Source: an optimization exercise on an open RTL-to-GDS flow (aim: a short achievable clock period and few clock cycles). Production flows keep margins and buffers that such runs may drop.
In this exercise RTL edits were held to simulation tests only and were not proved equivalent to the original.
No activity file was given, so power comes from the tool's default toggle rates.

==> design/flow/design.v <==
`timescale 1ns/1ps
package isa_pkg;
	typedef logic [31:0] word_t;
	typedef logic [31:0] inst_t;
	typedef logic [4:0]  reg_addr_t;
	typedef logic [5:0]  opcode_t;
	typedef logic [5:0]  funct_t;
	typedef logic [15:0] imm_t;
	typedef logic [25:0] jidx_t;
	typedef logic [3:0]  strb_t;
	localparam opcode_t op_special = 6'b000000;
	localparam opcode_t op_regimm  = 6'b000001;
	localparam opcode_t op_j       = 6'b000010;
	localparam opcode_t op_jal     = 6'b000011;
	localparam opcode_t op_beq     = 6'b000100;
	localparam opcode_t op_bne     = 6'b000101;
	localparam opcode_t op_blez    = 6'b000110;
	localparam opcode_t op_bgtz    = 6'b000111;
	localparam opcode_t op_addiu   = 6'b001001;
	localparam opcode_t op_slti    = 6'b001010;
	localparam opcode_t op_sltiu   = 6'b001011;
	localparam opcode_t op_andi    = 6'b001100;
	localparam opcode_t op_ori     = 6'b001101;
	localparam opcode_t op_xori    = 6'b001110;
	localparam opcode_t op_lui     = 6'b001111;
	localparam opcode_t op_lb      = 6'b100000;
	localparam opcode_t op_lw      = 6'b100011;
	localparam opcode_t op_lbu     = 6'b100100;
	localparam opcode_t op_sb      = 6'b101000;
	localparam opcode_t op_sw      = 6'b101011;
	localparam funct_t fn_sll  = 6'b000000;
	localparam funct_t fn_srl  = 6'b000010;
	localparam funct_t fn_sra  = 6'b000011;
	localparam funct_t fn_sllv = 6'b000100;
	localparam funct_t fn_srlv = 6'b000110;
	localparam funct_t fn_srav = 6'b000111;
	localparam funct_t fn_jr   = 6'b001000;
	localparam funct_t fn_jalr = 6'b001001;
	localparam funct_t fn_addu = 6'b100001;
	localparam funct_t fn_subu = 6'b100011;
	localparam funct_t fn_and  = 6'b100100;
	localparam funct_t fn_or   = 6'b100101;
	localparam funct_t fn_xor  = 6'b100110;
	localparam funct_t fn_nor  = 6'b100111;
	localparam funct_t fn_slt  = 6'b101010;
	localparam funct_t fn_sltu = 6'b101011;
	localparam reg_addr_t rt_bltz = 5'b00000;  
	localparam reg_addr_t rt_bgez = 5'b00001;
	localparam reg_addr_t ra_reg     = 5'd31;
	localparam word_t     word_bytes = 32'd4;
endpackage
`timescale 1ns/1ps
package cpu_pkg;
	typedef enum logic [3:0] {
		st_init,
		st_fetch_req,
		st_fetch_wait,
		st_decode,
		st_exec,
		st_store,
		st_load_req,
		st_read_wait,
		st_wb
	} state_e;
	typedef enum logic [3:0] {
		alu_add,
		alu_sub,
		alu_and,
		alu_or,
		alu_xor,
		alu_nor,
		alu_slt,
		alu_sltu,
		alu_sll,
		alu_srl,
		alu_sra,
		alu_lui
	} alu_op_e;
	typedef enum logic [1:0] {src1_rs, src1_shamt, src1_pc} src1_e;
	typedef enum logic [1:0] {src2_rt, src2_simm, src2_zimm, src2_eight} src2_e;
	typedef enum logic [3:0] {
		br_none,
		br_eq,
		br_ne,
		br_gez,
		br_gtz,
		br_lez,
		br_ltz,
		br_jump,
		br_jump_reg
	} br_e;
	typedef struct packed {
		alu_op_e           alu_op;
		src1_e             src1;
		src2_e             src2;
		br_e               br;
		logic [4:0]        dest;
		logic              reg_write;
		logic              link;
		logic              is_load;
		logic              is_store;
		logic              byte_access;
		logic              load_unsigned;
	} ctrl_t;
	typedef struct packed {
		logic [31:0]    addr;
		logic [31:0]    wdata;
		logic [3:0]     wstrb;
		logic           write;
		logic           read;
	} mem_req_t;
	localparam logic [31:0] link_offset = 32'd8;
	localparam logic [31:0] reset_pc = 32'h0000_0000;
endpackage
`timescale 1ns/1ps
module mips_decoder (
	input  isa_pkg::inst_t inst,
	output cpu_pkg::ctrl_t ctrl
);
	isa_pkg::opcode_t   opcode;
	isa_pkg::reg_addr_t rt;
	isa_pkg::reg_addr_t rd;
	isa_pkg::funct_t    funct;
	assign opcode = inst[31:26];
	assign rt     = inst[20:16];
	assign rd     = inst[15:11];
	assign funct  = inst[5:0];
	always_comb begin
		ctrl = '0;
		case (opcode)
			isa_pkg::op_special: begin
				ctrl.dest      = rd;
				ctrl.reg_write = 1'b1;
				case (funct)
					isa_pkg::fn_addu: ctrl.alu_op = cpu_pkg::alu_add;
					isa_pkg::fn_subu: ctrl.alu_op = cpu_pkg::alu_sub;
					isa_pkg::fn_and:  ctrl.alu_op = cpu_pkg::alu_and;
					isa_pkg::fn_or:   ctrl.alu_op = cpu_pkg::alu_or;
					isa_pkg::fn_xor:  ctrl.alu_op = cpu_pkg::alu_xor;
					isa_pkg::fn_nor:  ctrl.alu_op = cpu_pkg::alu_nor;
					isa_pkg::fn_slt:  ctrl.alu_op = cpu_pkg::alu_slt;
					isa_pkg::fn_sltu: ctrl.alu_op = cpu_pkg::alu_sltu;
					isa_pkg::fn_sllv: ctrl.alu_op = cpu_pkg::alu_sll;  
					isa_pkg::fn_srlv: ctrl.alu_op = cpu_pkg::alu_srl;
					isa_pkg::fn_srav: ctrl.alu_op = cpu_pkg::alu_sra;
					isa_pkg::fn_sll: begin
						ctrl.alu_op = cpu_pkg::alu_sll;
						ctrl.src1   = cpu_pkg::src1_shamt;
					end
					isa_pkg::fn_srl: begin
						ctrl.alu_op = cpu_pkg::alu_srl;
						ctrl.src1   = cpu_pkg::src1_shamt;
					end
					isa_pkg::fn_sra: begin
						ctrl.alu_op = cpu_pkg::alu_sra;
						ctrl.src1   = cpu_pkg::src1_shamt;
					end
					isa_pkg::fn_jr: begin
						ctrl.br        = cpu_pkg::br_jump_reg;
						ctrl.reg_write = 1'b0;
					end
					isa_pkg::fn_jalr: begin
						ctrl.br   = cpu_pkg::br_jump_reg;
						ctrl.link = 1'b1;
						ctrl.src1 = cpu_pkg::src1_pc;
						ctrl.src2 = cpu_pkg::src2_eight;
						ctrl.dest = isa_pkg::ra_reg;
					end
					default: ctrl = '0;
				endcase
			end
			isa_pkg::op_regimm: begin
				if (rt == isa_pkg::rt_bgez)
					ctrl.br = cpu_pkg::br_gez;
				else if (rt == isa_pkg::rt_bltz)
					ctrl.br = cpu_pkg::br_ltz;
			end
			isa_pkg::op_beq:  ctrl.br = cpu_pkg::br_eq;
			isa_pkg::op_bne:  ctrl.br = cpu_pkg::br_ne;
			isa_pkg::op_blez: ctrl.br = cpu_pkg::br_lez;
			isa_pkg::op_bgtz: ctrl.br = cpu_pkg::br_gtz;
			isa_pkg::op_j:    ctrl.br = cpu_pkg::br_jump;
			isa_pkg::op_jal: begin
				ctrl.br        = cpu_pkg::br_jump;
				ctrl.link      = 1'b1;
				ctrl.reg_write = 1'b1;
				ctrl.src1      = cpu_pkg::src1_pc;
				ctrl.src2      = cpu_pkg::src2_eight;
				ctrl.dest      = isa_pkg::ra_reg;
			end
			isa_pkg::op_addiu, isa_pkg::op_slti, isa_pkg::op_sltiu, isa_pkg::op_andi, isa_pkg::op_ori, isa_pkg::op_xori, isa_pkg::op_lui: begin
				ctrl.dest      = rt;
				ctrl.reg_write = 1'b1;
				ctrl.src2      = cpu_pkg::src2_simm;
				if (opcode == isa_pkg::op_slti)
					ctrl.alu_op = cpu_pkg::alu_slt;
				else if (opcode == isa_pkg::op_sltiu)
					ctrl.alu_op = cpu_pkg::alu_sltu;  
				else if (opcode != isa_pkg::op_addiu) begin
					ctrl.src2 = cpu_pkg::src2_zimm;
					if (opcode == isa_pkg::op_andi)
						ctrl.alu_op = cpu_pkg::alu_and;
					else if (opcode == isa_pkg::op_ori)
						ctrl.alu_op = cpu_pkg::alu_or;
					else if (opcode == isa_pkg::op_xori)
						ctrl.alu_op = cpu_pkg::alu_xor;
					else
						ctrl.alu_op = cpu_pkg::alu_lui;
				end
			end
			isa_pkg::op_lw, isa_pkg::op_lb, isa_pkg::op_lbu: begin
				ctrl.src2          = cpu_pkg::src2_simm;
				ctrl.dest          = rt;
				ctrl.reg_write     = 1'b1;
				ctrl.is_load       = 1'b1;
				ctrl.byte_access   = opcode != isa_pkg::op_lw;
				ctrl.load_unsigned = opcode == isa_pkg::op_lbu;
			end
			isa_pkg::op_sw, isa_pkg::op_sb: begin
				ctrl.src2        = cpu_pkg::src2_simm;
				ctrl.is_store    = 1'b1;
				ctrl.byte_access = opcode == isa_pkg::op_sb;
			end
			default: ctrl = '0;
		endcase
	end
endmodule
`timescale 1ns/1ps
module mips_execute (
	input  cpu_pkg::ctrl_t ctrl,
	input  isa_pkg::inst_t inst,
	input  isa_pkg::word_t pc,
	input  isa_pkg::word_t rs_value,
	input  isa_pkg::word_t rt_value,
	output isa_pkg::word_t alu_result,
	output isa_pkg::word_t br_target,
	output logic           br_taken
);
	isa_pkg::imm_t  imm;
	isa_pkg::jidx_t jidx;
	isa_pkg::word_t imm_sext;
	isa_pkg::word_t src1;
	isa_pkg::word_t src2;
	logic  rs_zero;
	logic  rs_neg;
	assign imm      = inst[15:0];
	assign jidx     = inst[25:0];
	assign imm_sext = {{16{imm[15]}}, imm};
	always_comb begin
		case (ctrl.src1)
			cpu_pkg::src1_shamt: src1 = {27'b0, inst[10:6]};
			cpu_pkg::src1_pc:    src1 = pc;
			default:    src1 = rs_value;
		endcase
		case (ctrl.src2)
			cpu_pkg::src2_simm:  src2 = imm_sext;
			cpu_pkg::src2_zimm:  src2 = {16'b0, imm};
			cpu_pkg::src2_eight: src2 = cpu_pkg::link_offset;  
			default:    src2 = rt_value;
		endcase
	end
	always_comb begin
		case (ctrl.alu_op)
			cpu_pkg::alu_sub:  alu_result = src1 - src2;
			cpu_pkg::alu_and:  alu_result = src1 & src2;
			cpu_pkg::alu_or:   alu_result = src1 | src2;
			cpu_pkg::alu_xor:  alu_result = src1 ^ src2;
			cpu_pkg::alu_nor:  alu_result = ~(src1 | src2);
			cpu_pkg::alu_slt:  alu_result = {31'b0, $signed(src1) < $signed(src2)};
			cpu_pkg::alu_sltu: alu_result = {31'b0, src1 < src2};
			cpu_pkg::alu_sll:  alu_result = src2 << src1[4:0];  
			cpu_pkg::alu_srl:  alu_result = src2 >> src1[4:0];
			cpu_pkg::alu_sra:  alu_result = isa_pkg::word_t'($signed(src2) >>> src1[4:0]);
			cpu_pkg::alu_lui:  alu_result = {src2[15:0], 16'b0};
			default:  alu_result = src1 + src2;
		endcase
	end
	assign rs_zero = rs_value == '0;
	assign rs_neg  = rs_value[31];
	always_comb begin
		case (ctrl.br)
			cpu_pkg::br_eq:       br_taken = rs_value == rt_value;
			cpu_pkg::br_ne:       br_taken = rs_value != rt_value;
			cpu_pkg::br_gez:      br_taken = !rs_neg;
			cpu_pkg::br_gtz:      br_taken = !rs_neg && !rs_zero;
			cpu_pkg::br_lez:      br_taken = rs_neg || rs_zero;
			cpu_pkg::br_ltz:      br_taken = rs_neg;
			cpu_pkg::br_jump:     br_taken = 1'b1;
			cpu_pkg::br_jump_reg: br_taken = 1'b1;
			default:     br_taken = 1'b0;
		endcase
	end
	always_comb begin
		case (ctrl.br)
			cpu_pkg::br_jump:     br_target = {pc[31:28], jidx, 2'b00};
			cpu_pkg::br_jump_reg: br_target = rs_value;
			default:     br_target = pc + isa_pkg::word_bytes + (imm_sext << 2);
		endcase
	end
endmodule
`timescale 1ns/1ps
module mips_reg_file (
	input  logic               clk,
	input  logic               rst,
	input  isa_pkg::reg_addr_t raddr1,
	input  isa_pkg::reg_addr_t raddr2,
	input  isa_pkg::reg_addr_t waddr,
	input  logic               wen,
	input  isa_pkg::word_t     wdata,
	output isa_pkg::word_t     rdata1,
	output isa_pkg::word_t     rdata2
);
	isa_pkg::word_t regs [32];
	always_ff @(posedge clk) begin
		if (rst) begin
			for (int i = 0; i < 32; i++)
				regs[i] <= '0;
		end else if (wen && waddr != '0) begin
			regs[waddr] <= wdata;
		end
	end
	assign rdata1 = (raddr1 == '0) ? '0 : regs[raddr1];
	assign rdata2 = (raddr2 == '0) ? '0 : regs[raddr2];
endmodule
`timescale 1ns/1ps
module mips_mem_unit (
	input  logic              clk,
	input  logic              rst,
	input  cpu_pkg::ctrl_t    ctrl,
	input  isa_pkg::word_t    alu_result,
	input  isa_pkg::word_t    rt_value,
	input  isa_pkg::word_t    read_data,
	input  logic              read_data_valid,
	input  logic              read_data_ack,
	input  logic              mem_write_en,
	input  logic              mem_read_en,
	output cpu_pkg::mem_req_t mem_req,
	output isa_pkg::word_t    wb_data
);
	logic [1:0] byte_sel;
	isa_pkg::strb_t      strb;
	isa_pkg::word_t      read_data_q;
	logic [7:0] load_byte;
	isa_pkg::word_t      load_ext;
	assign byte_sel = alu_result[1:0];
	assign strb     = ctrl.byte_access ? isa_pkg::strb_t'(4'b0001 << byte_sel) : 4'b1111;
	always_comb begin
		mem_req.addr  = {alu_result[31:2], 2'b00};
		mem_req.wdata = ctrl.byte_access ? {4{rt_value[7:0]}} : rt_value;  
		mem_req.wstrb = strb;
		mem_req.write = mem_write_en;
		mem_req.read  = mem_read_en;
	end
	always_ff @(posedge clk) begin
		if (rst)
			read_data_q <= '0;
		else if (read_data_valid && read_data_ack)
			read_data_q <= read_data;
	end
	assign load_byte = read_data_q[{byte_sel, 3'b000} +: 8];
	assign load_ext  = ctrl.load_unsigned ? {24'b0, load_byte} : {{24{load_byte[7]}}, load_byte};
	always_comb begin
		if (!ctrl.is_load)
			wb_data = alu_result;  
		else if (ctrl.byte_access)
			wb_data = load_ext;
		else
			wb_data = read_data_q;
	end
endmodule
`timescale 1ns/1ps
module mips_fsm (
	input  logic           clk,
	input  logic           rst,
	input  cpu_pkg::ctrl_t ctrl,
	input  logic           br_taken,
	input  isa_pkg::word_t br_target,
	input  logic           inst_req_ack,
	input  isa_pkg::inst_t instruction,
	input  logic           inst_valid,
	input  logic           mem_req_ack,
	input  logic           read_data_valid,
	output isa_pkg::word_t pc,
	output isa_pkg::inst_t inst,
	output logic           inst_req_valid,
	output logic           inst_ack,
	output logic           mem_write_en,
	output logic           mem_read_en,
	output logic           read_data_ack,
	output logic           rf_wen
);
	cpu_pkg::state_e state;
	cpu_pkg::state_e state_next;
	isa_pkg::word_t  next_pc;
	always_ff @(posedge clk) begin
		if (rst)
			state <= cpu_pkg::st_fetch_req;  
		else
			state <= state_next;
	end
	always_comb begin
		state_next = state;
		case (state)
			cpu_pkg::st_init: state_next = cpu_pkg::st_fetch_req;
			cpu_pkg::st_fetch_req:
				if (inst_req_valid && inst_req_ack)
					state_next = cpu_pkg::st_fetch_wait;
			cpu_pkg::st_fetch_wait:
				if (inst_ack && inst_valid)
					state_next = cpu_pkg::st_decode;
			cpu_pkg::st_decode: state_next = cpu_pkg::st_exec;
			cpu_pkg::st_exec: begin
				if (ctrl.br != cpu_pkg::br_none && !ctrl.link)
					state_next = cpu_pkg::st_fetch_req;
				else if (ctrl.is_store)
					state_next = cpu_pkg::st_store;
				else if (ctrl.is_load)
					state_next = cpu_pkg::st_load_req;
				else
					state_next = cpu_pkg::st_wb;  
			end
			cpu_pkg::st_store:
				if (mem_write_en && mem_req_ack)
					state_next = cpu_pkg::st_fetch_req;
			cpu_pkg::st_load_req:
				if (mem_read_en && mem_req_ack)
					state_next = cpu_pkg::st_read_wait;
			cpu_pkg::st_read_wait:
				if (read_data_ack && read_data_valid)
					state_next = cpu_pkg::st_wb;
			cpu_pkg::st_wb: state_next = cpu_pkg::st_fetch_req;
			default: state_next = cpu_pkg::st_init;
		endcase
	end
	always_ff @(posedge clk) begin
		if (rst)
			next_pc <= cpu_pkg::reset_pc;
		else if (state == cpu_pkg::st_decode)
			next_pc <= br_taken ? br_target : pc + isa_pkg::word_bytes;
	end
	always_ff @(posedge clk) begin
		if (rst)
			pc <= cpu_pkg::reset_pc;
		else if (state != cpu_pkg::st_fetch_req && state_next == cpu_pkg::st_fetch_req)
			pc <= next_pc;
	end
	always_ff @(posedge clk) begin
		if (inst_ack && inst_valid)
			inst <= instruction;
	end
	assign inst_req_valid = state == cpu_pkg::st_fetch_req;
	assign inst_ack       = state == cpu_pkg::st_fetch_wait;
	assign mem_write_en   = state == cpu_pkg::st_store && ctrl.is_store;
	assign mem_read_en    = state == cpu_pkg::st_load_req && ctrl.is_load;
	assign read_data_ack  = state == cpu_pkg::st_read_wait;
	assign rf_wen         = state == cpu_pkg::st_wb && ctrl.reg_write;
endmodule
`timescale 1ns/1ps
module mips_cpu (
	input  logic              clk,
	input  logic              rst,
	output logic [31:0]       pc,
	output logic              inst_req_valid,
	input  logic              inst_req_ack,
	input  logic [31:0]       instruction,
	input  logic              inst_valid,
	output logic              inst_ack,
	output logic [31:0]       mem_addr,
	output logic [31:0]       mem_wdata,
	output logic [3:0]        mem_wstrb,
	output logic              mem_write,
	output logic              mem_read,
	input  logic              mem_req_ack,
	input  logic [31:0]       read_data,
	input  logic              read_data_valid,
	output logic              read_data_ack
);
	cpu_pkg::ctrl_t ctrl;
	isa_pkg::inst_t inst;
	isa_pkg::word_t rs_value;
	isa_pkg::word_t rt_value;
	isa_pkg::word_t alu_result;
	isa_pkg::word_t br_target;
	isa_pkg::word_t wb_data;
	logic  br_taken;
	logic  rf_wen;
	logic  mem_write_en;
	logic  mem_read_en;
	cpu_pkg::mem_req_t mem_req;
	assign mem_addr  = mem_req.addr;
	assign mem_wdata = mem_req.wdata;
	assign mem_wstrb = mem_req.wstrb;
	assign mem_write = mem_req.write;
	assign mem_read  = mem_req.read;
	mips_fsm u_fsm (
		.clk             (clk),
		.rst             (rst),
		.ctrl            (ctrl),
		.br_taken        (br_taken),
		.br_target       (br_target),
		.inst_req_ack    (inst_req_ack),
		.instruction     (instruction),
		.inst_valid      (inst_valid),
		.mem_req_ack     (mem_req_ack),
		.read_data_valid (read_data_valid),
		.pc              (pc),
		.inst            (inst),
		.inst_req_valid  (inst_req_valid),
		.inst_ack        (inst_ack),
		.mem_write_en    (mem_write_en),
		.mem_read_en     (mem_read_en),
		.read_data_ack   (read_data_ack),
		.rf_wen          (rf_wen)
	);
	mips_decoder u_decoder (
		.inst (inst),
		.ctrl (ctrl)
	);
	mips_reg_file u_reg_file (
		.clk    (clk),
		.rst    (rst),
		.raddr1 (inst[25:21]),  
		.raddr2 (inst[20:16]),  
		.waddr  (ctrl.dest),
		.wen    (rf_wen),
		.wdata  (wb_data),
		.rdata1 (rs_value),
		.rdata2 (rt_value)
	);
	mips_execute u_execute (
		.ctrl       (ctrl),
		.inst       (inst),
		.pc         (pc),
		.rs_value   (rs_value),
		.rt_value   (rt_value),
		.alu_result (alu_result),
		.br_target  (br_target),
		.br_taken   (br_taken)
	);
	mips_mem_unit u_mem_unit (
		.clk             (clk),
		.rst             (rst),
		.ctrl            (ctrl),
		.alu_result      (alu_result),
		.rt_value        (rt_value),
		.read_data       (read_data),
		.read_data_valid (read_data_valid),
		.read_data_ack   (read_data_ack),
		.mem_write_en    (mem_write_en),
		.mem_read_en     (mem_read_en),
		.mem_req         (mem_req),
		.wb_data         (wb_data)
	);
endmodule
==> design/flow/run.sh <==
#!/bin/bash
# synth_recipe.tcl (not shown) runs the flow's synth.tcl, then flattens the netlist and writes it again
# the make line also repeats each setting of config.mk as NAME=value (left out here)
make -C /OpenROAD-flow-scripts/flow DESIGN_CONFIG=/design/flow/config.mk WORK_HOME=/design/flow/orfs CLKGATE_MAP_FILE= SYNTH_SCRIPT=/design/flow/synth_recipe.tcl finish
==> design/flow/config.mk <==
export PLATFORM = sky130hd
export DESIGN_NAME = mips_cpu
export DESIGN_NICKNAME = mips_cpu
export VERILOG_FILES = /design/flow/design.v
export SDC_FILE = /design/flow/constraint.sdc
export NUM_CORES = 4
export LEC_CHECK = 0
export CAP_MARGIN = 20
export CORE_MARGIN = 2
export CORE_UTILIZATION = 30
export PLACE_DENSITY = 0.45
export SLEW_MARGIN = 20
==> design/flow/constraint.sdc <==
create_clock -name core_clock -period 12.0 [get_ports {clk}]
set_input_delay 2.4000 -clock core_clock [delete_from_list [all_inputs] [get_ports {clk}]]
set_output_delay 2.4000 -clock core_clock [all_outputs]
set_load 0.01 [all_outputs]
==> flow_summary_export.csv <==
group,metric,value,unit
sta,worst_slew_pin_slew,1.296,ns
global_route,grt_max_degree,190,
global_route,grt_antenna_before_repair,15,
placement,gp_congestion,1.021,
clocking,cts_resized,0,
global_route,grt_usage,0.2981,
yosys,synth_top_area_frac,0.4039,
critical_path,worst_setup_path_start_kind,"flip-flop",
flow_run,max-cap-violations,0,
sta,rsz0062_at_grt,"no",
sta,drv_slew,0,
sta,whs,0.4769,ns
detailed_routing,drc,0,
yosys,synthArstFlopShare,0,
worst_hold_path,hold_path_class,"flip-flop to flip-flop",
die,die_w,515.6,um
sta,finalHoldViolCount,0,
cells_and_area,nets,7626,
power,internal-power,7.685,mW
yosys,postSynthCellCount,7495,
sta,max_freq,87.17,MHz
sta,clock-skew-final,0.03347,ns
yosys,ys_ff_latch,1166,
global_route,overflow,0,
detailed_routing,vias_per_cell,6.322,
detailed_routing,drt_iter0_drc,10608,
die,die_height,515.6,um
detailed_routing,routed_wl,407600,um
detailed_routing,vias,69784,
clocking,cts_max_path_buffers,3,
critical_path,cp.required,9.60,ns
cells_and_area,area_growth,13.76,%
yosys,mappedNetlistArea,78510,um^2
critical_path,end_kind,"primary output",
sta,fin_crit_sh,0.9560,
placement,port_buffers,172,
die,dieArea,265800,um^2
clocking,clk_pin_slew,0.06,ns
global_route,grt_pass1_vias,64947,
clocking,clk_latency,0.82,ns
yosys,synthDistinctLibCells,106,
detailed_routing,drtAntennaViolNets,0,
sta,finalSetupViolCount,0,
power,leakagePower,31.14,nW
power,ir_drop,0.0001561,V
die,coreArea,259900,um^2
yosys,yosys.area.top_type,"edfxtp_1",
yosys,ys_warn_count,5,
sta,tns,0,ns
clocking,postCtsHoldBufs,0,
clocking,cts_max_level,4,
power,swShare,0.3415,
outcome,status,"finished clean",
yosys,synth_ff_type,"edfxtp_1",
yosys,avgSynthCellArea,10.48,um^2
critical_path,cp_max_fo,21,
detailed_routing,wl_per_cell,36.92,um
critical_path,criticalPathCategory,"flip-flop to primary output",
die,fp-row-count,187,
clocking,cts_tree,"built",
clocking,cts_sinks,1166,
critical_path,critPathArrivalTime,9.07,ns
detailed_routing,drt_pass1_iterations,6,
clocking,cts_setup_buffers,0,
clocking,cts_buffers,141,
power,comb_power_share,0.237,
power,pwr-share-clk,0.365,
die,io_pins,175,
clocking,cts_root_buffer,"clkbuf_16",
yosys,synth_seq_area_share,0.4319,
cells_and_area,drive_above_1_share,0.1739,
placement,hpwl,275000,um
global_route,grt_pass1_wl,554100,um
power,power_density,130.7,nW/um^2
sta,period_minus_slack,11.47,ns
sta,max_slew_margin,0.1283,
power,power_frac_seq,0.398,
yosys,synth.area.top_cells,"edfxtp_1, mux4_2, a21oi_1, mux2i_1, nand2_1",
yosys,synth_edf_count,1056,
power,power.net_switching,3.985,mW
die,start_util,0.3020,
[per-stage QoR]
step / worst slack, ns / area (um^2) / total power, mW / utilization / instances
2_1_floorplan: 2.937 / 78640 / 6.137 / - / 7528
3_3_place_gp: 0.9074 / 84810 / 7.388 / 0.3263 / 10775
3_5_place_dp: 1.050 / 84840 / 7.388 / 0.3264 / 10776
4_1_cts: 0.2003 / 89260 / 11.62 / 0.3434 / 11032
5_1_grt: 0.09250 / 89310 / 11.93 / 0.3436 / 11036
6_report: 0.5283 / 89320 / 11.67 / 0.3436 / 11039
[metal layers]
layer	wire length [um]	track usage	share of wire
met5	65	0	0.00016
met4	23360	0.1461	0.057
met3	41040	0.06044	0.10
met2	179600	0.4563	0.44
met1	163600	0.4003	0.40
[registers in the layout, summed over array words and instances (netlist names), named ones only]
name and cells:
u_reg_file.regs 1024, u_fsm.inst 32, u_fsm.next_pc 32, u_fsm.pc 32, u_mem_unit.read_data_q 32, u_fsm.state 4
[path summary, 6_finish.rpt]
check	startpoint	slack [ns]	end	cells after the start
min	u_mem_unit.read_data_q[1]$_SDFFE_PP0P_	0.48	u_mem_unit.read_data_q[1]$_SDFFE_PP0P_	2
max reg2reg	u_fsm.inst[29]$_DFFE_PP_	2.66	u_reg_file.regs[21][26]$_SDFFCE_PN0P_	26
min reg2reg	u_mem_unit.read_data_q[1]$_SDFFE_PP0P_	0.48	u_mem_unit.read_data_q[1]$_SDFFE_PP0P_	2
max	u_fsm.inst[29]$_DFFE_PP_	0.53	mem_wstrb[0]	23
[placed cells by master (no fill, tap or decap), types with 128 or more instances in the layout]
cell type        instances
nand2_1               1105
edfxtp_1              1056
a21oi_1                934
mux2i_1                439
mux4_2                 420
buf_4                  356
nor2_1                 292
a22oi_1                193
a211oi_1               185
o21ai_0                176
clkdlybuf4s50_1        171
nor3_1                 154
clkbuf_16              145
nand3_1                130
inv_1                  129
ha_1                   128
[area by class of cell]
cell class	instances	area, um^2
well taps	3496	4374
inverters	137	514.2
repair buffers	547	4758
diodes	5	12.51
fillers	26097	170600
clock buffers	182	3797
clock inverters	74	623.1
flip-flops and latches	1166	33940
multi-input cells	5432	41300
[logic make-up (layout without fill, tap and decap cells)]
logic type	after synthesis	in the layout	synth area share
AOI/OAI and AO/OA	2198	2198	0.1843
and+or+nand+nor	2085	2085	0.1163
DFF	1166	1166	0.4319
buffers and inverters	930	940	0.05453
muxes	883	883	0.1805
adders and majority gates	131	131	0.02116
xor gates and xnor gates	101	101	0.01127
other	1	39	0.00004776
[cell usage after synthesis, types with 65 or more instances]
cell type     n
nand2_1    1139
edfxtp_1   1056
a21oi_1     939
clkbuf_1    508
mux2i_1     440
mux4_2      420
nor2_1      333
a22oi_1     193
a211oi_1    187
o21ai_0     186
buf_2       167
nor3_1      161
inv_1       133
nand3_1     130
ha_1        128
dfxtp_1     110
nor4_1       71
o211ai_1     69
xnor2_1      67
a21oi_2      65
[power by group through the flow]
stage          registers, mW  clock network (mW)  logic [mW]
2_1_floorplan           4.68                   0        1.46
3_3_place_gp            4.72                   0        2.66
3_5_place_dp            4.73                   0        2.66
4_1_cts                 4.64                4.30        2.67
5_1_grt                 4.66                4.44        2.83
6_report                4.65                4.26        2.76
[critical path: stages (launching register included)]
cell and delay (ns):
edfxtp_1 0.57, nor4_2 0.44, nand2_1 0.25, or2_2 0.34
nor3_1 0.31, ha_1 0.31, inv_1 0.44, a41o_2 0.37
nand2_2 0.19, ha_1 0.40, fa_1 0.53, o21bai_1 0.17
a21oi_1 0.14, o21ai_0 0.44, a31oi_1 0.28, a211oi_1 0.50
nor4_1 0.18, o41ai_1 0.55, nand3_1 0.25, o311a_1 0.40
nor2_2 0.19, a21oi_4 0.10, inv_2 0.26, clkdlybuf4s50_1 0.62
Testbench counts, summed over its fixed seeds: cycles 51,939.

==> afterwards: timing with drivers on the ports <==
Ports are ideal in the flow. The routed layout listed here was re-timed in OpenROAD. Step 1, drivers: a clkbuf_16 drives clk and a buf_2 each remaining input, both assumed. Step 2, shift: input delay + t, output delay - t, t = (earliest + latest rising clock arrival at the registers) / 2. This alone moves slack from input paths to output paths. Three values: no drivers, after step 1, after step 2; two values: the first two.
t, ns: 0.893
slack for setup (ns): 0.528 / 0.434 / 1.328
worst data-port slew with drivers (ns): 0.12
After both steps setup and hold are still met in this run. The setup slack of this run moves by -0.094 ns with the drivers and by +0.800 ns with both steps.
